What follows belongs to an exercise in optimizing a design on an open flow for small area; a production flow would make more cautious choices. Where RTL was checked, it was by simulation tests only, not by an equivalence proof against the original. Only the layout flow was run in runs 1 and 2; the RTL was not checked for function there. Power figures rest on the tool's default switching activity, not on a simulated workload.

`flow/config.mk`:
```
export PLATFORM = sky130hd
export DESIGN_NAME = snow_overlay_top
export DESIGN_NICKNAME = snow_overlay_top
export VERILOG_FILES = /design/flow/design.v
export SDC_FILE = /design/flow/constraint.sdc
export NUM_CORES = 4
export LEC_CHECK = 0
export ABC_AREA = 1
export CAP_MARGIN = 20
export CORE_MARGIN = 2
export CORE_UTILIZATION = 40
export CTS_BUF_LIST = sky130_fd_sc_hd__clkbuf_2
export CTS_CLUSTER_SIZE = 20
export SLEW_MARGIN = 20
```
`flow/constraint.sdc`:
```
create_clock -name core_clock -period 12.5 [get_ports {clk_i}]
set_input_delay 2.5000 -clock core_clock [delete_from_list [all_inputs] [get_ports {clk_i}]]
set_output_delay 2.5000 -clock core_clock [all_outputs]
set_load 0.01 [all_outputs]
```
`flow/design.v`:
```
`timescale 1ns/1ps
`default_nettype none
module raster_position (
    input  logic        clk_i,
    input  logic        rst_i,
    input  logic        cen_i,           
    input  logic [1:0]  blank_i,         
    output logic [10:0] pos_x_o,
    output logic [10:0] pos_y_o,
    output logic        frame_start_o    
);
    logic        hblank_q;    
    logic        vblank_q;    
    logic [10:0] x_q;
    logic [10:0] y_q;
    logic        h_fall;      
    logic        h_rise;      
    logic        v_fall;      
    assign h_fall = hblank_q & ~blank_i[0];
    assign h_rise = ~hblank_q & blank_i[0];
    assign v_fall = vblank_q & ~blank_i[1];
    function automatic logic [10:0] inc(input logic [10:0] a, input logic ci);
        logic c;
        c = ci;
        for (int i = 0; i < 11; i++) begin
            inc[i] = a[i] ^ c;
            c      = a[i] & c;
        end
    endfunction
    logic x_inc;
    logic x_clr;
    logic y_inc;
    logic y_clr;
    assign x_inc = cen_i && !blank_i[0];
    assign x_clr = rst_i || (cen_i && h_fall);
    assign y_inc = cen_i && h_rise;
    assign y_clr = rst_i || (cen_i && v_fall);    
    always_ff @(posedge clk_i) begin
        if (rst_i) begin
            hblank_q <= 1'b0;
            vblank_q <= 1'b0;
        end else if (cen_i) begin
            hblank_q <= blank_i[0];
            vblank_q <= blank_i[1];
        end
        x_q <= x_clr ? 11'd0 : inc(x_q, x_inc);
        y_q <= y_clr ? 11'd0 : inc(y_q, y_inc);
    end
    assign pos_x_o       = x_q;
    assign pos_y_o       = y_q;
    assign frame_start_o = v_fall;   
endmodule
`default_nettype wire
`timescale 1ns/1ps
`default_nettype none
module snowflake_field (
    input  logic        clk_i,
    input  logic        rst_i,
    input  logic        cen_i,
    input  logic        frame_start_i,
    input  logic [10:0] pos_x_i,
    input  logic [10:0] pos_y_i,
    output logic        hit_o,
    output logic [23:0] rgb_o
);
    localparam int NS = 8;                    
    logic [NS-1:0][10:0] fx;                  
    logic [NS-1:0][10:0] fy;
    logic [12-1:0] hit;              
    function automatic logic [12:0] rsub(input logic [11:0] a, input logic [11:0] b);
        logic       c;
        logic [11:0] d;
        c = 1'b1;
        for (int i = 0; i < 12; i++) begin
            d[i] = a[i] ^ ~b[i] ^ c;
            c    = (a[i] & ~b[i]) | (c & (a[i] ^ ~b[i]));
        end
        rsub = {c, d};
    endfunction
    function automatic logic ge(input logic [11:0] a, input logic [11:0] b);
        logic [12:0] t;
        t  = rsub(a, b);
        ge = t[12];
    endfunction
    function automatic logic [12:0] radd(input logic [11:0] a, input logic [11:0] b);
        logic       c;
        logic [11:0] d;
        c = 1'b0;
        for (int i = 0; i < 12; i++) begin
            d[i] = a[i] ^ b[i] ^ c;
            c    = (a[i] & b[i]) | (c & (a[i] ^ b[i]));
        end
        radd = {c, d};
    endfunction
    function automatic logic [2:0] mag(input logic [3:0] d);
        logic [2:0] n;
        n   = ~d[2:0];                          
        mag = d[3] ? {n[2] ^ (n[1] & n[0]), n[1] ^ n[0], ~n[0]} : d[2:0];
    endfunction
    function automatic logic star(input logic [3:0] dx, input logic [3:0] dy);
        logic [2:0] ax;
        logic [2:0] ay;
        ax   = mag(dx);
        ay   = mag(dy);
        star = (dx != 4'b1000) && (dy != 4'b1000) &&
               (ax[2:1] == 2'b00 || ay[2:1] == 2'b00 || ax == ay);
    endfunction
    function automatic logic [4:0] win(input logic [11:0] d, input int c);
        logic [11:0] lo;
        logic [11:0] hi;
        logic [12:0] t;
        lo  = 12'(c - 8) ^ 12'h800;             
        hi  = 12'(c + 7) ^ 12'h800;
        t   = rsub({8'd0, d[3:0]}, 12'(c & 15));
        win = {ge(d ^ 12'h800, lo) && ge(hi, d ^ 12'h800), t[3:0]};
    endfunction
    logic adv;                                  
    assign adv = cen_i && frame_start_i;
    for (genvar j = 0; j < NS; j++) begin : g_flake
        localparam int S  = j + 1;              
        localparam int X0 = (j * 160) % 1920;
        localparam int Y0 = (j * 90) % 1080;
        logic        wrap;                      
        logic        xw;                        
        logic [11:0] y_add;
        logic [11:0] x_add;
        logic [12:0] y_sum;
        logic [12:0] x_sum;
        logic [10:0] y_nx;
        assign wrap  = adv && ge({1'b0, fy[j]}, 12'(1080 - S));
        assign xw    = ge({1'b0, fx[j]}, 12'(1920 - 137));
        assign y_add = adv ? 12'(S) : 12'd0;
        assign x_add = wrap ? (xw ? 12'(137 + 2048 - 1920) :
                                    12'(137)) : 12'd0;
        assign y_sum = radd({1'b0, fy[j]}, y_add);
        assign x_sum = radd({1'b0, fx[j]}, x_add);
        assign y_nx  = wrap ? 11'd0 : y_sum[10:0];
        if (j == 7) begin : g_y8
            logic [10:3] yh;
            logic        odd;
            always_ff @(posedge clk_i) begin
                if (rst_i) begin
                    yh  <= 8'(Y0 >> 3);
                    odd <= 1'b1;
                end else begin
                    yh  <= y_nx[10:3];
                    odd <= y_nx[1];
                end
            end
            assign fy[j] = {yh, odd, odd, 1'b0};
        end else if (S % 2 == 0) begin : g_yeven
            logic [10:1] yh;
            always_ff @(posedge clk_i) begin
                if (rst_i) yh <= 10'(Y0 >> 1);
                else       yh <= y_nx[10:1];
            end
            assign fy[j] = {yh, 1'b0};
        end else begin : g_y
            logic [10:0] yh;
            always_ff @(posedge clk_i) begin
                if (rst_i) yh <= 11'(Y0);
                else       yh <= y_nx;
            end
            assign fy[j] = yh;
        end
        logic [10:0] xq;
        always_ff @(posedge clk_i) begin
            if (rst_i) xq <= 11'(X0);
            else       xq <= x_sum[10:0];
        end
        assign fx[j] = xq;
    end
    for (genvar j = 0; j < NS; j++) begin : g_draw
        logic [11:0] ddx;                       
        logic [11:0] ddy;                       
        logic [4:0]  wx;
        logic [4:0]  wy;
        assign ddx    = 12'(rsub({1'b0, pos_x_i}, {1'b0, fx[j]}));
        assign ddy    = 12'(rsub({1'b0, pos_y_i}, {1'b0, fy[j]}));
        assign wx     = win(ddx, 0);
        assign wy     = win(ddy, 0);
        assign hit[j] = wx[4] && wy[4] && star(wx[3:0], wy[3:0]);
        if (j < 4) begin : g_twin               
            logic       lo;                     
            logic       xw;                     
            logic       odd;                    
            logic [4:0] vx;
            logic [4:0] vy;
            assign lo  = ~ge({1'b0, fy[j]}, 12'd360);
            assign xw  = lo ? ge({1'b0, fx[j]}, 12'd640) : ge({1'b0, fx[j]}, 12'd503);
            assign odd = (j == 3) && fy[j][1];
            assign vx  = lo ? (xw ? win(ddx, -640) : win(ddx, 1280)) :
                              (xw ? win(ddx, -503) : win(ddx, 1417));
            assign vy  = lo ? win(ddy, 720) : odd ? win(ddy, -362) : win(ddy, -360);
            assign hit[j+8] = vx[4] && vy[4] && star(vx[3:0], vy[3:0]);
        end
    end
    assign hit_o = |hit;
    assign rgb_o = hit_o ? 24'(24'hFF_FF_FF) : 24'(24'h00_00_00);
endmodule
`default_nettype wire
`timescale 1ns/1ps
`default_nettype none
module character_sprites (
    input  logic [10:0] pos_x_i,
    input  logic [10:0] pos_y_i,
    output logic        hit_o,
    output logic [23:0] rgb_o
);
    function automatic logic ge(input logic [10:0] a, input logic [10:0] b);
        logic c;
        c = 1'b1;
        for (int i = 0; i < 11; i++) begin
            c = (a[i] & ~b[i]) | (c & ~(a[i] ^ b[i]));
        end
        ge = c;
    endfunction
    function automatic logic between(input logic [5:0] a, input logic [5:0] b,
                                     input logic [5:0] c);
        between = ge({5'd0, ~b[5], b[4:0]}, {5'd0, ~a[5], a[4:0]}) &&
                  ge({5'd0, ~c[5], c[4:0]}, {5'd0, ~b[5], b[4:0]});
    endfunction
    function automatic logic [5:0] sub6(input logic [5:0] a, input logic [5:0] b);
        logic c;
        c = 1'b1;
        for (int i = 0; i < 6; i++) begin
            sub6[i] = a[i] ^ ~b[i] ^ c;
            c       = (a[i] & ~b[i]) | (c & ~(a[i] ^ b[i]));
        end
    endfunction
    function automatic logic [12:0] ghost_row(input logic [5:0] ry);
        case (ry)
            6'd40: ghost_row = {1'b1, 6'd58, 6'd6};   
            6'd41: ghost_row = {1'b1, 6'd56, 6'd8};   
            6'd42: ghost_row = {1'b1, 6'd54, 6'd10};   
            6'd43: ghost_row = {1'b1, 6'd53, 6'd11};   
            6'd44: ghost_row = {1'b1, 6'd51, 6'd13};   
            6'd45: ghost_row = {1'b1, 6'd50, 6'd14};   
            6'd46: ghost_row = {1'b1, 6'd49, 6'd15};   
            6'd47: ghost_row = {1'b1, 6'd49, 6'd15};   
            6'd48: ghost_row = {1'b1, 6'd48, 6'd16};   
            6'd49: ghost_row = {1'b1, 6'd47, 6'd17};   
            6'd50: ghost_row = {1'b1, 6'd47, 6'd17};   
            6'd51: ghost_row = {1'b1, 6'd46, 6'd18};   
            6'd52: ghost_row = {1'b1, 6'd46, 6'd18};   
            6'd53: ghost_row = {1'b1, 6'd45, 6'd19};   
            6'd54: ghost_row = {1'b1, 6'd45, 6'd19};   
            6'd55: ghost_row = {1'b1, 6'd45, 6'd19};   
            6'd56: ghost_row = {1'b1, 6'd45, 6'd19};   
            6'd57: ghost_row = {1'b1, 6'd45, 6'd19};   
            6'd58: ghost_row = {1'b1, 6'd45, 6'd19};   
            6'd59: ghost_row = {1'b1, 6'd44, 6'd20};   
            6'd60: ghost_row = {1'b1, 6'd44, 6'd20};   
            6'd61: ghost_row = {1'b1, 6'd44, 6'd20};   
            6'd62: ghost_row = {1'b1, 6'd44, 6'd20};   
            6'd63: ghost_row = {1'b1, 6'd44, 6'd20};   
            6'd0: ghost_row = {1'b1, 6'd44, 6'd20};   
            6'd1: ghost_row = {1'b1, 6'd44, 6'd20};   
            6'd2: ghost_row = {1'b1, 6'd44, 6'd20};   
            6'd3: ghost_row = {1'b1, 6'd44, 6'd20};   
            6'd4: ghost_row = {1'b1, 6'd44, 6'd20};   
            6'd5: ghost_row = {1'b1, 6'd44, 6'd20};   
            6'd6: ghost_row = {1'b1, 6'd44, 6'd20};   
            6'd7: ghost_row = {1'b1, 6'd44, 6'd20};   
            6'd8: ghost_row = {1'b1, 6'd44, 6'd20};   
            6'd9: ghost_row = {1'b1, 6'd44, 6'd20};   
            6'd10: ghost_row = {1'b1, 6'd44, 6'd20};   
            6'd11: ghost_row = {1'b1, 6'd44, 6'd20};   
            6'd12: ghost_row = {1'b1, 6'd44, 6'd20};   
            6'd13: ghost_row = {1'b1, 6'd44, 6'd20};   
            6'd14: ghost_row = {1'b1, 6'd44, 6'd20};   
            6'd15: ghost_row = {1'b1, 6'd44, 6'd20};   
            6'd16: ghost_row = {1'b1, 6'd44, 6'd20};   
            6'd17: ghost_row = {1'b1, 6'd44, 6'd20};   
            6'd18: ghost_row = {1'b1, 6'd44, 6'd20};   
            6'd19: ghost_row = {1'b1, 6'd44, 6'd20};   
            6'd20: ghost_row = {1'b1, 6'd44, 6'd19};   
            6'd21: ghost_row = {1'b1, 6'd44, 6'd19};   
            6'd22: ghost_row = {1'b1, 6'd52, 6'd11};   
            6'd23: ghost_row = {1'b1, 6'd52, 6'd11};   
            6'd24: ghost_row = {1'b1, 6'd60, 6'd3};   
            default: ghost_row = '0;
        endcase
    endfunction
    function automatic logic [12:0] pac_row(input logic [5:0] ry);
        case (ry)
            6'd35: pac_row = {1'b1, 6'd57, 6'd7};   
            6'd36: pac_row = {1'b1, 6'd54, 6'd10};   
            6'd37: pac_row = {1'b1, 6'd51, 6'd13};   
            6'd38: pac_row = {1'b1, 6'd50, 6'd14};   
            6'd39: pac_row = {1'b1, 6'd48, 6'd16};   
            6'd40: pac_row = {1'b1, 6'd47, 6'd17};   
            6'd41: pac_row = {1'b1, 6'd45, 6'd19};   
            6'd42: pac_row = {1'b1, 6'd44, 6'd20};   
            6'd43: pac_row = {1'b1, 6'd43, 6'd21};   
            6'd44: pac_row = {1'b1, 6'd42, 6'd22};   
            6'd45: pac_row = {1'b1, 6'd41, 6'd23};   
            6'd46: pac_row = {1'b1, 6'd41, 6'd23};   
            6'd47: pac_row = {1'b1, 6'd40, 6'd24};   
            6'd48: pac_row = {1'b1, 6'd39, 6'd22};   
            6'd49: pac_row = {1'b1, 6'd39, 6'd21};   
            6'd50: pac_row = {1'b1, 6'd38, 6'd19};   
            6'd51: pac_row = {1'b1, 6'd37, 6'd18};   
            6'd52: pac_row = {1'b1, 6'd37, 6'd17};   
            6'd53: pac_row = {1'b1, 6'd37, 6'd15};   
            6'd54: pac_row = {1'b1, 6'd36, 6'd14};   
            6'd55: pac_row = {1'b1, 6'd36, 6'd12};   
            6'd56: pac_row = {1'b1, 6'd36, 6'd11};   
            6'd57: pac_row = {1'b1, 6'd35, 6'd9};   
            6'd58: pac_row = {1'b1, 6'd35, 6'd8};   
            6'd59: pac_row = {1'b1, 6'd35, 6'd7};   
            6'd60: pac_row = {1'b1, 6'd35, 6'd5};   
            6'd61: pac_row = {1'b1, 6'd35, 6'd4};   
            6'd62: pac_row = {1'b1, 6'd35, 6'd2};   
            6'd63: pac_row = {1'b1, 6'd35, 6'd1};   
            6'd0: pac_row = {1'b1, 6'd35, 6'd0};   
            6'd1: pac_row = {1'b1, 6'd35, 6'd1};   
            6'd2: pac_row = {1'b1, 6'd35, 6'd2};   
            6'd3: pac_row = {1'b1, 6'd35, 6'd4};   
            6'd4: pac_row = {1'b1, 6'd35, 6'd5};   
            6'd5: pac_row = {1'b1, 6'd35, 6'd7};   
            6'd6: pac_row = {1'b1, 6'd35, 6'd8};   
            6'd7: pac_row = {1'b1, 6'd35, 6'd9};   
            6'd8: pac_row = {1'b1, 6'd36, 6'd11};   
            6'd9: pac_row = {1'b1, 6'd36, 6'd12};   
            6'd10: pac_row = {1'b1, 6'd36, 6'd14};   
            6'd11: pac_row = {1'b1, 6'd37, 6'd15};   
            6'd12: pac_row = {1'b1, 6'd37, 6'd17};   
            6'd13: pac_row = {1'b1, 6'd37, 6'd18};   
            6'd14: pac_row = {1'b1, 6'd38, 6'd19};   
            6'd15: pac_row = {1'b1, 6'd39, 6'd21};   
            6'd16: pac_row = {1'b1, 6'd39, 6'd22};   
            6'd17: pac_row = {1'b1, 6'd40, 6'd24};   
            6'd18: pac_row = {1'b1, 6'd41, 6'd23};   
            6'd19: pac_row = {1'b1, 6'd41, 6'd23};   
            6'd20: pac_row = {1'b1, 6'd42, 6'd22};   
            6'd21: pac_row = {1'b1, 6'd43, 6'd21};   
            6'd22: pac_row = {1'b1, 6'd44, 6'd20};   
            6'd23: pac_row = {1'b1, 6'd45, 6'd19};   
            6'd24: pac_row = {1'b1, 6'd47, 6'd17};   
            6'd25: pac_row = {1'b1, 6'd48, 6'd16};   
            6'd26: pac_row = {1'b1, 6'd50, 6'd14};   
            6'd27: pac_row = {1'b1, 6'd51, 6'd13};   
            6'd28: pac_row = {1'b1, 6'd54, 6'd10};   
            6'd29: pac_row = {1'b1, 6'd57, 6'd7};   
            default: pac_row = '0;
        endcase
    endfunction
    logic [5-1:0] g_in;       
    logic [5:0]             g_rx;       
    logic [5:0]             g_ry;
    logic                   g_yin;
    logic [12:0]            g_row;
    logic                   g_hit;
    logic                   g_eye;
    logic                   g_pupil;
    logic [23:0]            g_col;
    logic [5:0]             p_rx;
    logic [5:0]             p_ry;
    logic                   p_in;
    logic [12:0]            p_row;
    logic                   pac_hit;
    always_comb begin
        g_rx  = '0;
        g_col = '0;
        g_in[0] = ge(pos_x_i, 11'(150 - 20)) &&
                  ge(11'(150 + 20), pos_x_i);
        g_in[1] = ge(pos_x_i, 11'(550 - 20)) &&
                  ge(11'(550 + 20), pos_x_i);
        g_in[2] = ge(pos_x_i, 11'(960 - 20)) &&
                  ge(11'(960 + 20), pos_x_i);
        g_in[3] = ge(pos_x_i, 11'(1180 - 20)) &&
                  ge(11'(1180 + 20), pos_x_i);
        g_in[4] = ge(pos_x_i, 11'(1650 - 20)) &&
                  ge(11'(1650 + 20), pos_x_i);
        if (g_in[0]) begin g_rx = sub6(pos_x_i[5:0], 6'(150)); g_col = 24'hFF_B0_FF; end
        if (g_in[1]) begin g_rx = sub6(pos_x_i[5:0], 6'(550)); g_col = 24'hFF_00_00; end
        if (g_in[2]) begin g_rx = sub6(pos_x_i[5:0], 6'(960)); g_col = 24'h00_80_FF; end
        if (g_in[3]) begin g_rx = sub6(pos_x_i[5:0], 6'(1180)); g_col = 24'h00_FF_00; end
        if (g_in[4]) begin g_rx = sub6(pos_x_i[5:0], 6'(1650)); g_col = 24'h80_00_FF; end
        g_ry  = sub6(pos_y_i[5:0], 6'(150));
        g_yin = ge(pos_y_i, 11'(150 - 25)) &&
                  ge(11'(150 + 25), pos_y_i);
        g_row = ghost_row(g_ry);
        g_hit = (|g_in) && g_yin && g_row[12] &&
                between(g_row[11:6], g_rx, g_row[5:0]);
        g_eye   = (between(6'd6, g_rx, 6'd12) || between(-6'sd12, g_rx, -6'sd6)) &&
                  between(-6'sd10, g_ry, -6'sd4);
        g_pupil = (between(6'd8, g_rx, 6'd10) || between(-6'sd10, g_rx, -6'sd8)) &&
                  between(-6'sd8, g_ry, -6'sd6);
        p_in  = ge(pos_x_i, 11'(960 - 32)) && ge(11'(960 + 31), pos_x_i) &&
                ge(pos_y_i, 11'(250 - 32)) && ge(11'(250 + 31), pos_y_i);
        p_rx  = sub6(pos_x_i[5:0], 6'(960));
        p_ry  = sub6(pos_y_i[5:0], 6'(250));
        p_row = pac_row(p_ry);
        pac_hit = p_in && p_row[12] &&
                  between(p_row[11:6], p_rx, p_row[5:0]);
        if (pac_hit) begin
            hit_o = 1'b1;
            rgb_o = 24'hFF_FF_00;
        end else if (g_hit) begin
            hit_o = 1'b1;
            rgb_o = g_pupil ? 24'h00_00_00 : g_eye ? 24'hFF_FF_FF : g_col;
        end else begin
            hit_o = 1'b0;
            rgb_o = '0;
        end
    end
endmodule
`default_nettype wire
`timescale 1ns/1ps
`default_nettype none
module layer_compositor (
    input  logic        clk_i,
    input  logic        rst_i,
    input  logic        cen_i,
    input  logic [2:0]  sync_i,
    input  logic        char_hit_i,
    input  logic [23:0] char_rgb_i,
    input  logic        flake_hit_i,
    input  logic [23:0] flake_rgb_i,
    output logic [23:0] rgb_o,
    output logic [2:0]  sync_o
);
    logic [23:0] rgb_d;
    logic [23:0] rgb_q;
    logic [2:0]  sync_q;
    always_comb begin
        if (flake_hit_i) begin
            rgb_d = flake_rgb_i;          
        end else if (char_hit_i) begin
            rgb_d = char_rgb_i;           
        end else begin
            rgb_d = 24'h00_00_00;
        end
    end
    always_ff @(posedge clk_i) begin
        if (rst_i) begin
            rgb_q  <= '0;
            sync_q <= '0;
        end else if (cen_i) begin
            rgb_q  <= rgb_d;
            sync_q <= sync_i;             
        end
    end
    assign rgb_o  = rgb_q;
    assign sync_o = sync_q;
endmodule
`default_nettype wire
`timescale 1ns/1ps
`default_nettype none
module snow_overlay_top (
    input  logic        clk_i,
    input  logic        rst_i,
    input  logic        cen_i,      
    input  logic [1:0]  blank_i,    
    input  logic [2:0]  sync_i,     
    output logic [23:0] rgb_o,      
    output logic [2:0]  sync_o      
);
    logic [10:0] pos_x;
    logic [10:0] pos_y;
    logic        frame_start;
    logic        flake_hit;
    logic [23:0] flake_rgb;
    logic        char_hit;
    logic [23:0] char_rgb;
    raster_position u_raster (
        .clk_i         (clk_i),
        .rst_i         (rst_i),
        .cen_i         (cen_i),
        .blank_i       (blank_i),
        .pos_x_o       (pos_x),
        .pos_y_o       (pos_y),
        .frame_start_o (frame_start)
    );
    snowflake_field u_snow (
        .clk_i         (clk_i),
        .rst_i         (rst_i),
        .cen_i         (cen_i),
        .frame_start_i (frame_start),
        .pos_x_i       (pos_x),
        .pos_y_i       (pos_y),
        .hit_o         (flake_hit),
        .rgb_o         (flake_rgb)
    );
    character_sprites u_chars (
        .pos_x_i (pos_x),
        .pos_y_i (pos_y),
        .hit_o   (char_hit),
        .rgb_o   (char_rgb)
    );
    layer_compositor u_comp (
        .clk_i       (clk_i),
        .rst_i       (rst_i),
        .cen_i       (cen_i),
        .sync_i      (sync_i),
        .char_hit_i  (char_hit),
        .char_rgb_i  (char_rgb),
        .flake_hit_i (flake_hit),
        .flake_rgb_i (flake_rgb),
        .rgb_o       (rgb_o),
        .sync_o      (sync_o)
    );
endmodule
`default_nettype wire
```
`flow/run.sh`:
```
#!/bin/bash
# synth_recipe.tcl (not shown) runs the flow's synth.tcl, then flattens the netlist and writes it again
# the make line also repeats each setting of config.mk as NAME=value (left out here)
make -C /OpenROAD-flow-scripts/flow DESIGN_CONFIG=/design/flow/config.mk WORK_HOME=/design/flow/orfs CLKGATE_MAP_FILE= SYNTH_SCRIPT=/design/flow/synth_recipe.tcl finish
```
==> results of run 1 <==
## metrics by stage
| step | cell area [sq um] | util, % | total power [mW] | hold slack [ns] |
|---|---|---|---|---|
| floorplan | 19800 | - | 0.820 | 0.463 |
| detailed placement | 20800 | 42.5 | 0.878 | 0.503 |
| CTS | 21300 | 43.6 | 1.38 | 0.523 |
| global route | 21300 | 43.6 | 1.43 | 0.548 |
| finish | 21300 | 43.6 | 1.35 | 0.525 |
| global placement | 20800 | 42.5 | 0.871 | 0.497 |
## cell usage in the layout (no fill, tap or decap), types with 30 or more instances in the layout
cell             netlist  layout
a21oi_1               53      53
clkbuf_2               0      77
clkdlybuf4s50_1        0      33
dfxtp_1              204     201
fa_1                 185     185
ha_1                 246     246
inv_1                558     558
nand2_1              435     435
nand3_1              150     150
nand4_1               41      41
nor2_1               287     287
nor3_1                42      42
o21ai_0              104     104
xnor2_1               30      30
xor2_1                31      31
## flip-flops by register name, indices dropped and copies added, names as in the netlist
register	count
u_comp.rgb_q	6
u_comp.sync_q	3
u_raster.hblank_q	1
u_raster.vblank_q	1
u_raster.x_q	11
u_raster.y_q	11
u_snow.g_flake.g_y8.odd	1
u_snow.g_flake.g_y8.yh	8
u_snow.g_flake.genblk1.g_y.yh	44
u_snow.g_flake.genblk1.g_yeven.yh	30
u_snow.g_flake.xq	88
## cells by family after synthesis
family,Yosys count
simple gates,1029
fa+ha+maj,431
buf+inv,627
flops,204
compound gates,250
xor+xnor,61
## power groups by stage
stage	Sequential, mW	Clock (mW)	Combinational [mW]
after global routing	0.667	0.543	0.223
final	0.666	0.487	0.198
after CTS	0.666	0.512	0.197
after floorplan	0.679	0	0.141
after global placement	0.681	0	0.190
after detailed placement	0.681	0	0.197
## worst min path at each step
stage,startpoint,slack [ns],end
global route,u_snow.g_flake[7].g_y8.odd$_SDFFE_PP1P_,0.55,u_snow.g_flake[7].g_y8.odd$_SDFFE_PP1P_
finish,u_raster.vblank_q$_SDFFE_PP0P_,0.53,u_raster.vblank_q$_SDFFE_PP0P_
global placement,u_raster.vblank_q$_SDFFE_PP0P_,0.50,u_raster.vblank_q$_SDFFE_PP0P_
CTS,u_raster.vblank_q$_SDFFE_PP0P_,0.52,u_raster.vblank_q$_SDFFE_PP0P_
detailed placement,u_raster.vblank_q$_SDFFE_PP0P_,0.50,u_raster.vblank_q$_SDFFE_PP0P_
floorplan,u_raster.vblank_q$_SDFFE_PP0P_,0.46,u_raster.vblank_q$_SDFFE_PP0P_
## per-layer routing
metal,share of wire [%],wire length [um]
met3,4.8,2430
met4,2.9,1490
met5,0,0
met2,48,24500
met1,44,22200
## layout make-up
cell class                 count  area (sq um)  share of cell area [%]
antenna                        1          2.50                  0.0117
clock buffer                  77           385                    1.81
clock inverter                19           109                   0.510
inverter                     572          2150                    10.1
multi-input combinational   1771         13300                    62.3
sequential                   204          4090                    19.2
tap                          664           831                    3.89
timing repair buffer          53           485                    2.27
## worst min-delay path: stages (launching register included)
cell and delay (ns):
dfxtp_1 0.35, o21ai_0 0.08, nor2_1 0.07
==> flow_metrics.env, run 1 <==
export IMPL_wl_um=50700
export IMPL_slew_headroom_pct=25.3
export IMPL_r2r_end="u_comp.rgb_q[15]$_SDFFE_PP0P_"
export IMPL_coreArea_sq_mm=0.0490
export IMPL_critPathMaxFanout=9
export IMPL_hold_class="flip-flop to flip-flop"
export IMPL_fp_dieH_um=227
export IMPL_synthXorXnorAreaFrac_pct=2.69
export IMPL_synth_compound_area_share_pct=7.57
export IMPL_yosys_warnings=4
export IMPL_grt_usage_pct=20.5
export IMPL_fin_crit_sh_pct=56.9
export IMPL_synth_seq_cells=204
export IMPL_max_clock_freq_mhz=141
export IMPL_p_per_area_mw_per_mm2=63.3
export IMPL_synth_top_area_share_pct=20.6
export IMPL_reg2regPathDepth=28
export IMPL_synth_edf_count=0
export IMPL_p_sw_mw=0.427
export IMPL_seq_area_frac_synth_pct=20.6
export IMPL_synth_area_leader_cell="dfxtp_1"
export IMPL_htree_num_levels=2
export IMPL_yosys_top_cells_count="inv_1 (558), nand2_1 (435), nor2_1 (287)"
export IMPL_hold_buffers=0
export IMPL_syn_nets=3041
export IMPL_cp_data_arrival_time_ns=8.01
export IMPL_dp_cells=3263
export IMPL_via_per_inst=4.90
export IMPL_power_frac_seq_pct=49.3
export IMPL_cts_made_buffers=55
export IMPL_finalWorstSetupSlack_ns=5.39
export IMPL_synth_top_flop_cell="dfxtp_1"
export IMPL_synth_adder_area_share_pct=34.2
export IMPL_status="finished clean"
export IMPL_dieArea_sq_mm=0.0514
export IMPL_hpwlAfterDp_um=38900
export IMPL_clockPowerShare_pct=36.1
export IMPL_firstDrtPassIters=6
export IMPL_finalHoldViolations=0
export IMPL_grt_overflow_total=0
export IMPL_start_kind="flip-flop"
export IMPL_grt_pass1_vias=16400
export IMPL_nets=3096
export IMPL_final_cell_count_no_fill=3361
export IMPL_p_sw_share_pct=31.6
export IMPL_drc=0
export IMPL_peakVddDrop_uv=42.2
export IMPL_synth_mux_area_share_pct=0
export IMPL_routedWlPerCell_um=15.1
export IMPL_synthSimpleGateAreaFrac_pct=22.6
export IMPL_ys_types=58
export IMPL_cellInternalPower_mw=0.924
export IMPL_slew_violations=0
export IMPL_path_buf_inv=6
export IMPL_fin_setup_tns_ns=0
export IMPL_grt_max_degree=56
export IMPL_period_needed_ns=7.11
export IMPL_worst_ep_required_time_ns=13.40
export IMPL_path_class="flip-flop to flip-flop"
export IMPL_rows=81
export IMPL_setup_violations=0
export IMPL_avgSynthCellArea_sq_um=7.62
export IMPL_start_util_pct=40.5
export IMPL_clock_sinks=204
export IMPL_clk_pin_slew_ns=0.10
export IMPL_critPathMaxStageDelay_ns=0.61
export IMPL_ff2ff_setup_slack_ns=5.39
export IMPL_postCtsSetupRepairBufs=0
export IMPL_rr_startpoint="u_raster.x_q[0]$_SDFF_PP0_"
export IMPL_worstSkewPairLatency_ns=1.02
export IMPL_cpMaxStageDelayCell="inv_1"
export IMPL_numPortBuffers=34
export IMPL_groute_layer_met1_usage_pct=25.4
export IMPL_nFillCells=4956
export IMPL_cpMostUsedCell="fa_1"
export IMPL_area_delta_synth_final_pct=7.62
export IMPL_antenna_found_initial=1
export IMPL_tightest_slew_ns=1.12
export IMPL_dr_first_iter_drc_count=1039
export IMPL_synth_area_leaders="dfxtp_1 (21%), fa_1 (19%), ha_1 (16%)"
export IMPL_cts_resized=0
export IMPL_syn_cell_area_sq_mm=0.0198
export IMPL_ant_nets=0
export IMPL_use_met2_pct=35.8
export IMPL_p_comb_share_pct=14.6
export IMPL_ios=35
export IMPL_gp_congestion=0.912
export IMPL_worst_path_stages=28
export IMPL_async_flop_share_pct=0
export IMPL_synth_top_family_by_area="adder cells"
export IMPL_cp_top_family="adder cells"
export IMPL_met3_usage_pct=3.02
export IMPL_holdPathStages=2
export IMPL_rsz0062_at_grt="false"
export IMPL_synthCells=2602
export IMPL_cp_endpoint="u_comp.rgb_q[15]$_SDFFE_PP0P_"
export IMPL_skew_ns=0.0941
export IMPL_cts_max_path_buffers=3
export IMPL_tritoncts="built"
export IMPL_routed_via_count=16500
export IMPL_fp_dieW_um=227
export IMPL_cts_root_buffer="clkbuf_2"
export IMPL_grt_pass1_wl_um=82500
export IMPL_p_leak_nw=10.3
export IMPL_endpoint_kind="flip-flop"
export IMPL_place_ws_ns=4.88
export IMPL_synth_most_common_cell="inv_1"
export IMPL_grt_busiest_layer="met2"
export IMPL_cap_violations=0
export IMPL_startpoint="u_raster.x_q[0]$_SDFF_PP0_"
export IMPL_drive_gt1_share_pct=6.79
==> inputs of run 2 (changes only) <==
--- a/flow/config.mk
+++ b/flow/config.mk
@@ -11,4 +11,3 @@
 export CORE_UTILIZATION = 40
-export CTS_BUF_LIST = sky130_fd_sc_hd__clkbuf_2
-export CTS_CLUSTER_SIZE = 20
+export CTS_BUF_LIST = sky130_fd_sc_hd__clkbuf_4
 export SLEW_MARGIN = 20
==> flow_metrics.env, run 2 <==
export IMPL_status="finished clean"
export IMPL_final_common_cell="inv_1"
export IMPL_finalPower_mw=1.50
export IMPL_yosys_top_cells_count="inv_1 (558), nand2_1 (435), nor2_1 (287)"
export IMPL_cap_violations=0
export IMPL_layout_common_cells="inv_1 (558), nand2_1 (435), nor2_1 (287)"
export IMPL_rr_startpoint="u_raster.x_q[0]$_SDFF_PP0_"
export IMPL_routedWlPerCell_um=15.1
export IMPL_yosys_warnings=4
export IMPL_r2r_end="u_comp.rgb_q[15]$_SDFFE_PP0P_"
export IMPL_synth_area_leaders="dfxtp_1 (21%), fa_1 (19%), ha_1 (16%)"
export IMPL_top_register="u_snow.g_flake.xq"
export IMPL_path_class="flip-flop to flip-flop"
export IMPL_postCtsSetupRepairBufs=0
export IMPL_slew_headroom_pct=27.2
export IMPL_ant_nets=0
export IMPL_holdPathStages=2
export IMPL_hold_class="flip-flop to flip-flop"
export IMPL_seq_area_frac_synth_pct=20.6
export IMPL_skew_ns=0.0653
export IMPL_synth_top_flop_cell="dfxtp_1"
export IMPL_synth_mux_area_share_pct=0
export IMPL_wl_um=50800
export IMPL_clock_sinks=204
export IMPL_nets=3097
export IMPL_coreArea_sq_mm=0.0490
export IMPL_synth_edf_count=0
export IMPL_hold_buffers=0
export IMPL_numPortBuffers=34
export IMPL_start_kind="flip-flop"
export IMPL_p_leak_nw=10.4
export IMPL_fin_crit_sh_pct=56.7
export IMPL_synthXorXnorAreaFrac_pct=2.69
export IMPL_synth_seq_cells=204
export IMPL_max_clock_freq_mhz=141
export IMPL_endpoint_kind="flip-flop"
export IMPL_htree_num_levels=2
export IMPL_reg2regPathDepth=28
export IMPL_p_per_area_mw_per_mm2=69.6
export IMPL_clk_pin_slew_ns=0.06
export IMPL_syn_nets=3041
export IMPL_avgSynthCellArea_sq_um=7.62
export IMPL_drive_gt1_share_pct=6.89
export IMPL_cts_max_path_buffers=3
export IMPL_period_needed_ns=7.09
export IMPL_cpMostUsedCell="fa_1"
export IMPL_rows=81
export IMPL_cp_data_arrival_time_ns=7.78
export IMPL_finalHoldViolations=0
export IMPL_setup_violations=0
export IMPL_cpMaxStageDelayCell="inv_1"
export IMPL_critPathMaxFanout=9
export IMPL_hp_start="u_snow.g_flake[7].g_y8.odd$_SDFFE_PP1P_"
export IMPL_grt_max_degree=56
export IMPL_drc=0
export IMPL_async_flop_share_pct=0
export IMPL_antenna_found_initial=1
export IMPL_cts_resized=0
export IMPL_dp_cells=3263
export IMPL_cp_top_family="adder cells"
export IMPL_synth_area_leader_cell="dfxtp_1"
export IMPL_syn_cell_area_sq_mm=0.0198
export IMPL_dieArea_sq_mm=0.0514
export IMPL_cts_made_buffers=57
export IMPL_fp_dieH_um=227
export IMPL_synth_most_common_cell="inv_1"
export IMPL_utilization_pct=44.1
export IMPL_synthSimpleGateAreaFrac_pct=22.6
export IMPL_peakVddDrop_uv=61.8
export IMPL_fp_dieW_um=227
export IMPL_start_util_pct=40.5
export IMPL_hold_end="u_snow.g_flake[7].g_y8.odd$_SDFFE_PP1P_"
export IMPL_rsz0062_at_grt="false"
export IMPL_hpwlAfterDp_um=38900
export IMPL_synth_adder_area_share_pct=34.2
export IMPL_synth_compound_area_share_pct=7.57
export IMPL_grt_pass1_wl_um=82700
export IMPL_tightest_slew_ns=1.09
export IMPL_synthCells=2602
export IMPL_grt_overflow_total=0
export IMPL_final_cell_count_no_fill=3363
export IMPL_worstSkewPairLatency_ns=0.81
export IMPL_finalWorstSetupSlack_ns=5.41
export IMPL_grt_pass1_vias=16500
export IMPL_grt_usage_pct=20.5
export IMPL_top_regs="u_snow.g_flake.xq (88), u_snow.g_flake.genblk1.g_y.yh (44), u_snow.g_flake.genblk1.g_yeven.yh (30)"
export IMPL_area_delta_synth_final_pct=8.76
export IMPL_cts_root_buffer="clkbuf_4"
export IMPL_worst_ep_required_time_ns=13.19
export IMPL_dr_first_iter_drc_count=909
export IMPL_synth_top_area_share_pct=20.6
export IMPL_largest_register_ffs=88
export IMPL_ios=35
export IMPL_critPathMaxStageDelay_ns=0.62
export IMPL_routed_via_count=16500
export IMPL_tritoncts="built"
export IMPL_path_buf_inv=6
export IMPL_via_per_inst=4.91
export IMPL_synth_top_family_by_area="adder cells"
export IMPL_slew_violations=0
export IMPL_ys_types=58
export IMPL_fin_setup_tns_ns=0
export IMPL_ff2ff_setup_slack_ns=5.41
export IMPL_gp_congestion=0.912
export IMPL_firstDrtPassIters=5
export IMPL_place_ws_ns=4.88
[run 2: cell counts after synthesis]
Identical to the previous run, type by type.
[run 2: per-stage QoR]
| step | area [sq um] | hold WS, ns |
|---|---|---|
| detailed placement | 20800 | 0.503 |
| global placement | 20800 | 0.497 |
| finish | 21600 | 0.516 |
| CTS | 21600 | 0.515 |
| global route | 21600 | 0.542 |
| floorplan | 19800 | 0.463 |
[run 2: worst min-delay path: cells and delay by family, from the launching register on]
kind	cells	cell delay [ns]
flip-flops	1	0.35
AND/OR/NAND/NOR	2	0.12
[run 2: cells by family after synthesis]
group           after synthesis
simple gates               1029
flops                       204
compound gates              250
fa+ha+maj                   431
xor+xnor                     61
buf+inv                     627
[run 2: cell type report]
type	instances	area (sq um)
clock buffer	82	616
sequential	204	4090
multi-input combinational	1771	13300
antenna	1	2.50
timing repair buffer	52	470
inverter	572	2150
clock inverter	17	120
fill	4939	27400
tap	664	831
[run 2: worst max-delay path by stage]
stage / startpoint / end / cells after the start
4_1_cts: u_raster.x_q[0]$_SDFF_PP0_ / u_comp.rgb_q[15]$_SDFFE_PP0P_ / 28
3_5_place_dp: cen_i / u_snow.g_flake[5].xq[9]$_SDFF_PP1_ / 21
6_report: u_raster.x_q[0]$_SDFF_PP0_ / u_comp.rgb_q[15]$_SDFFE_PP0P_ / 28
5_1_grt: u_raster.x_q[0]$_SDFF_PP0_ / u_comp.rgb_q[15]$_SDFFE_PP0P_ / 27
3_3_place_gp: cen_i / u_snow.g_flake[5].xq[9]$_SDFF_PP1_ / 21
2_1_floorplan: cen_i / u_snow.g_flake[5].xq[9]$_SDFF_PP1_ / 19
[run 2: where the power goes]
part	internal, mW	switching (mW)
Combinational	0.0784	0.120
Sequential	0.657	0.00939
Clock	0.339	0.298
Total	1.07	0.427
[run 2: routing by layer]
metal  up-vias  share of wire (%)  track usage, %
met2       397                 48            35.8
met4         0                3.1            7.83
li1       8263                  -               -
met1      7738                 43            25.4
met3       102                5.0            3.14
met5         -                  0               0
==> inputs of run 3 (changes only) <==
--- a/flow/design.v
+++ b/flow/design.v
@@ -21,5 +21,5 @@
     assign v_fall = vblank_q & ~blank_i[1];
-    function automatic logic [10:0] inc(input logic [10:0] a, input logic ci);
+    function automatic logic [10:0] inc(input logic [10:0] a);
         logic c;
-        c = ci;
+        c = 1'b1;
         for (int i = 0; i < 11; i++) begin
@@ -29,10 +29,2 @@
     endfunction
-    logic x_inc;
-    logic x_clr;
-    logic y_inc;
-    logic y_clr;
-    assign x_inc = cen_i && !blank_i[0];
-    assign x_clr = rst_i || (cen_i && h_fall);
-    assign y_inc = cen_i && h_rise;
-    assign y_clr = rst_i || (cen_i && v_fall);    
     always_ff @(posedge clk_i) begin
@@ -41,2 +33,4 @@
             vblank_q <= 1'b0;
+            x_q      <= '0;
+            y_q      <= '0;
         end else if (cen_i) begin
@@ -44,5 +38,13 @@
             vblank_q <= blank_i[1];
+            if (h_fall) begin
+                x_q <= '0;                   
+            end else if (!blank_i[0]) begin
+                x_q <= inc(x_q);
+            end
+            if (v_fall) begin
+                y_q <= '0;
+            end else if (h_rise) begin
+                y_q <= inc(y_q);
+            end
         end
-        x_q <= x_clr ? 11'd0 : inc(x_q, x_inc);
-        y_q <= y_clr ? 11'd0 : inc(y_q, y_inc);
     end
@@ -68,2 +70,4 @@
     logic [NS-1:0][10:0] fy;
+    logic [NS-1:0][10:0] fx_nx;               
+    logic [NS-1:0][10:0] fy_nx;
     logic [12-1:0] hit;              
@@ -116,57 +120,29 @@
     endfunction
-    logic adv;                                  
-    assign adv = cen_i && frame_start_i;
-    for (genvar j = 0; j < NS; j++) begin : g_flake
-        localparam int S  = j + 1;              
-        localparam int X0 = (j * 160) % 1920;
-        localparam int Y0 = (j * 90) % 1080;
-        logic        wrap;                      
-        logic        xw;                        
-        logic [11:0] y_add;
-        logic [11:0] x_add;
-        logic [12:0] y_sum;
-        logic [12:0] x_sum;
-        logic [10:0] y_nx;
-        assign wrap  = adv && ge({1'b0, fy[j]}, 12'(1080 - S));
-        assign xw    = ge({1'b0, fx[j]}, 12'(1920 - 137));
-        assign y_add = adv ? 12'(S) : 12'd0;
-        assign x_add = wrap ? (xw ? 12'(137 + 2048 - 1920) :
-                                    12'(137)) : 12'd0;
-        assign y_sum = radd({1'b0, fy[j]}, y_add);
-        assign x_sum = radd({1'b0, fx[j]}, x_add);
-        assign y_nx  = wrap ? 11'd0 : y_sum[10:0];
-        if (j == 7) begin : g_y8
-            logic [10:3] yh;
-            logic        odd;
-            always_ff @(posedge clk_i) begin
-                if (rst_i) begin
-                    yh  <= 8'(Y0 >> 3);
-                    odd <= 1'b1;
-                end else begin
-                    yh  <= y_nx[10:3];
-                    odd <= y_nx[1];
-                end
-            end
-            assign fy[j] = {yh, odd, odd, 1'b0};
-        end else if (S % 2 == 0) begin : g_yeven
-            logic [10:1] yh;
-            always_ff @(posedge clk_i) begin
-                if (rst_i) yh <= 10'(Y0 >> 1);
-                else       yh <= y_nx[10:1];
-            end
-            assign fy[j] = {yh, 1'b0};
-        end else begin : g_y
-            logic [10:0] yh;
-            always_ff @(posedge clk_i) begin
-                if (rst_i) yh <= 11'(Y0);
-                else       yh <= y_nx;
+    always_comb begin
+        logic [11:0] y_sum;
+        logic [11:0] x_sum;
+        logic [12:0] x_wrap;
+        for (int j = 0; j < NS; j++) begin
+            y_sum    = 12'(radd({1'b0, fy[j]}, 12'(j + 1)));
+            x_sum    = 12'(radd({1'b0, fx[j]}, 12'(137)));
+            x_wrap   = rsub(x_sum, 12'(1920));
+            fx_nx[j] = fx[j];
+            if (ge(y_sum, 12'(1080))) begin
+                fy_nx[j] = '0;
+                fx_nx[j] = x_wrap[12] ? x_wrap[10:0] : x_sum[10:0];
+            end else begin
+                fy_nx[j] = 11'(y_sum);
             end
-            assign fy[j] = yh;
         end
-        logic [10:0] xq;
-        always_ff @(posedge clk_i) begin
-            if (rst_i) xq <= 11'(X0);
-            else       xq <= x_sum[10:0];
+    end
+    always_ff @(posedge clk_i) begin
+        if (rst_i) begin
+            for (int j = 0; j < NS; j++) begin   
+                fx[j] <= 11'((j * 160) % 1920);
+                fy[j] <= 11'((j * 90) % 1080);
+            end
+        end else if (cen_i && frame_start_i) begin
+            fx <= fx_nx;                         
+            fy <= fy_nx;
         end
-        assign fx[j] = xq;
     end
--- a/flow/config.mk
+++ b/flow/config.mk
@@ -11,3 +11,2 @@
 export CORE_UTILIZATION = 40
-export CTS_BUF_LIST = sky130_fd_sc_hd__clkbuf_4
 export SLEW_MARGIN = 20
==> flow_metrics.env, run 3 <==
export IMPL_synth_adder_area_share_pct=33.0
export IMPL_critPathMaxStageDelay_ns=0.61
export IMPL_p_sw_share_pct=31.1
export IMPL_async_flop_share_pct=0
export IMPL_ff2ff_setup_slack_ns=5.13
export IMPL_top_register="u_snow.fx"
export IMPL_layout_common_cells="inv_1 (520), nand2_1 (438), ha_1 (296)"
export IMPL_antenna_found_initial=0
export IMPL_p_comb_share_pct=21.5
export IMPL_rows=84
export IMPL_max_clock_freq_mhz=136
export IMPL_grt_overflow_total=0
export IMPL_start_util_pct=40.4
export IMPL_place_area_sq_mm=0.0221
export IMPL_path_class="flip-flop to flip-flop"
export IMPL_skew_ns=0.0108
export IMPL_status="finished clean"
export IMPL_nFillCells=5169
export IMPL_final_common_cell="inv_1"
export IMPL_hold_buffers=0
export IMPL_cpMostUsedCell="fa_1"
export IMPL_ios=35
export IMPL_cellInternalPower_mw=1.34
export IMPL_via_per_inst=5.28
export IMPL_drive_gt1_share_pct=4.69
export IMPL_htree_num_levels=1
export IMPL_worst_ep_required_time_ns=12.95
export IMPL_holdPathStages=2
export IMPL_ant_nets=0
export IMPL_top_regs="u_snow.fx (88), u_snow.fy (83)"
export IMPL_grt_usage_pct=21.1
export IMPL_hpwlAfterDp_um=42500
export IMPL_tritoncts="built"
export IMPL_r2r_end="u_comp.rgb_q[13]$_SDFFE_PP0P_"
export IMPL_coreArea_sq_mm=0.0524
export IMPL_cp_data_arrival_time_ns=7.82
export IMPL_clk_pin_slew_ns=0.06
export IMPL_synth_top_flop_cell="dfxtp_1"
export IMPL_rsz0062_at_grt="false"
export IMPL_reg2regPathDepth=31
export IMPL_p_per_area_mw_per_mm2=84.4
export IMPL_postCtsSetupRepairBufs=0
export IMPL_fin_crit_sh_pct=59.0
export IMPL_largest_register_ffs=88
export IMPL_yosys_top_cells_count="inv_1 (522), nand2_1 (438), ha_1 (296)"
export IMPL_diodes=0
export IMPL_finalHoldViolations=0
export IMPL_seq_area_frac_synth_pct=19.3
export IMPL_critPathMaxFanout=11
export IMPL_gp_congestion=0.922
export IMPL_grt_max_degree=70
export IMPL_fin_setup_tns_ns=0
export IMPL_syn_cell_area_sq_mm=0.0212
export IMPL_cts_resized=0
export IMPL_tightest_slew_ns=0.897
export IMPL_cts_made_buffers=27
export IMPL_clockPowerShare_pct=43.4
export IMPL_hp_start="u_raster.vblank_q$_SDFFE_PP0P_"
export IMPL_endpoint_kind="flip-flop"
export IMPL_slew_headroom_pct=40.0
export IMPL_numPortBuffers=34
export IMPL_routed_via_count=18500
export IMPL_start_kind="flip-flop"
export IMPL_area_delta_synth_final_pct=9.07
export IMPL_synth_compound_area_share_pct=15.1
export IMPL_clock_sinks=204
export IMPL_setup_violations=0
export IMPL_grt_pass1_vias=18000
export IMPL_synth_edf_count=0
export IMPL_hold_end="u_raster.vblank_q$_SDFFE_PP0P_"
export IMPL_grt_pass1_wl_um=92800
export IMPL_synth_top_family_by_area="adder cells"
export IMPL_syn_nets=3268
export IMPL_ys_types=59
export IMPL_synth_area_leaders="dfxtp_1 (19%), ha_1 (17%), fa_1 (16%)"
export IMPL_hold_class="flip-flop to flip-flop"
export IMPL_firstDrtPassIters=7
export IMPL_wl_um=56700
export IMPL_nets=3262
export IMPL_cts_max_path_buffers=3
export IMPL_rr_startpoint="u_raster.x_q[0]$_SDFFE_PP0P_"
export IMPL_power_frac_seq_pct=35.0
export IMPL_worstSkewPairLatency_ns=0.56
export IMPL_avgSynthCellArea_sq_um=7.56
export IMPL_cts_root_buffer="clkbuf_16"
export IMPL_slew_violations=0
export IMPL_synth_most_common_cell="inv_1"
export IMPL_synth_seq_cells=204
export IMPL_routedWlPerCell_um=16.2
export IMPL_synthXorXnorAreaFrac_pct=1.74
export IMPL_period_needed_ns=7.37
export IMPL_fp_dieH_um=234
export IMPL_drc=0
export IMPL_dr_first_iter_drc_count=1308
export IMPL_yosys_warnings=4
export IMPL_p_sw_mw=0.606
export IMPL_cpMaxStageDelayCell="inv_1"
export IMPL_synth_area_leader_cell="dfxtp_1"
export IMPL_post_route_cell_area_sq_mm=0.0231
export IMPL_synth_mux_area_share_pct=0.378
export IMPL_p_leak_nw=11.0
export IMPL_dieArea_sq_mm=0.0548
export IMPL_fp_dieW_um=234
export IMPL_synthCells=2800
export IMPL_cap_violations=0
export IMPL_peakVddDrop_uv=93.4
export IMPL_synth_top_area_share_pct=19.3
export IMPL_synthSimpleGateAreaFrac_pct=18.8
-- run 3: cell types whose count changed after synthesis, moves of 15 or more --
cell,before,now
a211oi_1,4,39
inv_1,558,522
o21ai_0,104,189
a2111oi_0,1,16
buf_1,1,17
nor2_1,287,211
ha_1,246,296
a21oi_1,53,160
fa_1,185,164
o211ai_1,4,43
clkbuf_1,25,51
-- run 3: cells by family after synthesis --
logic type	after synthesis
adders and majority gates	460
buffers and inverters	632
AOI/OAI and AO/OA	533
xor gates and xnor gates	42
DFF	204
muxes	8
and+or+nand+nor	921
-- run 3: cell type report --
class / instances / area, sq um / share of cell area, %
Inverter: 536 / 2010 / 8.73
Multi-Input combinational cell: 1964 / 14600 / 63.4
Timing Repair Buffer: 61 / 538 / 2.33
Clock inverter: 10 / 159 / 0.688
Sequential cell: 204 / 4090 / 17.7
Clock buffer: 38 / 797 / 3.45
Tap cell: 688 / 861 / 3.73
-- run 3: metal layers --
metal | GRT usage, % | share of wire [%] | vias up
li1 | - | - | 9155
met1 | 28.5 | 47 | 8795
met2 | 35.8 | 46 | 434
met3 | 2.27 | 4.2 | 104
met4 | 5.81 | 3.0 | 0
met5 | 0 | 0 | -
-- run 3: how the worst max path moves through the flow --
stage                                          to  slack [ns]                    startpoint  cells past startpoint
CTS                 u_comp.rgb_q[13]$_SDFFE_PP0P_        5.07  u_raster.x_q[0]$_SDFFE_PP0P_                     31
global placement    u_comp.rgb_q[15]$_SDFFE_PP0P_        5.17  u_raster.x_q[0]$_SDFFE_PP0P_                     31
floorplan           u_comp.rgb_q[13]$_SDFFE_PP0P_        6.12  u_raster.y_q[0]$_SDFFE_PP0P_                     27
detailed placement  u_comp.rgb_q[13]$_SDFFE_PP0P_        5.12  u_raster.x_q[0]$_SDFFE_PP0P_                     31
global route        u_comp.rgb_q[13]$_SDFFE_PP0P_        4.65  u_raster.y_q[0]$_SDFFE_PP0P_                     28
finish              u_comp.rgb_q[13]$_SDFFE_PP0P_        5.13  u_raster.x_q[0]$_SDFFE_PP0P_                     31
-- run 3: critical path: cells and delay by family, from the launching register on --
family | cells | cell delay [ns]
and+or+nand+nor | 12 | 1.42
AOI/OAI and AO/OA | 1 | 0.08
DFF | 1 | 0.37
buffers and inverters | 7 | 1.11
adders and majority gates | 11 | 4.27
-- run 3: power by group through the flow --
| stage | Combinational (mW) | Clock [mW] | Sequential [mW] |
|---|---|---|---|
| after floorplan | 0.307 | 0 | 0.698 |
| after global placement | 0.402 | 0 | 0.697 |
| after detailed placement | 0.414 | 0 | 0.697 |
| after CTS | 0.418 | 0.872 | 0.683 |
| after global routing | 0.480 | 0.894 | 0.685 |
| final | 0.420 | 0.846 | 0.683 |
-- run 3: metrics by stage --
stage	instances	setup slack, ns	total power, mW	util [%]	hold slack (ns)
after floorplan	2800	6.12	1.01	-	0.435
after global placement	3453	5.17	1.10	42.2	0.443
after detailed placement	3453	5.12	1.11	42.2	0.452
after CTS	3501	5.07	1.97	44.0	0.462
after global routing	3501	4.65	2.06	44.0	0.495
final	3501	5.13	1.95	44.0	0.460

-- afterwards: timing with drivers on the ports --
How much do the figures lean on ideal ports? The routed layouts below were timed once more, with nothing changed but the port constraints. Step 1, drivers: a clkbuf_16 drives clk_i and a buf_2 each remaining input, both assumed. Step 2 adds t to the input delays and takes it off the output delays; t is the mean of the earliest and latest rising clock arrival at the registers after step 1. Input paths then give back, and output paths get back, about the clock's delay inside the block. Three values: no drivers, after step 1, after step 2; two values: the first two.
run	shift t [ns]	slack for setup (ns)	slew at the worst register clock pin (ns)	pins driven straight from the clock port
run 1	1.026	5.389 / 5.389 / 4.865	0.12 / 0.12	1
run 2	0.827	5.411 / 5.411 / 4.845	0.07 / 0.07	1
run 3	0.611	5.130 / 5.130 / 5.130	0.06 / 0.06	1
After both steps setup and hold are still met in every run listed. The setup slack of run 2, which loses most, moves by 0.000 ns with the drivers and by -0.566 ns with both steps.
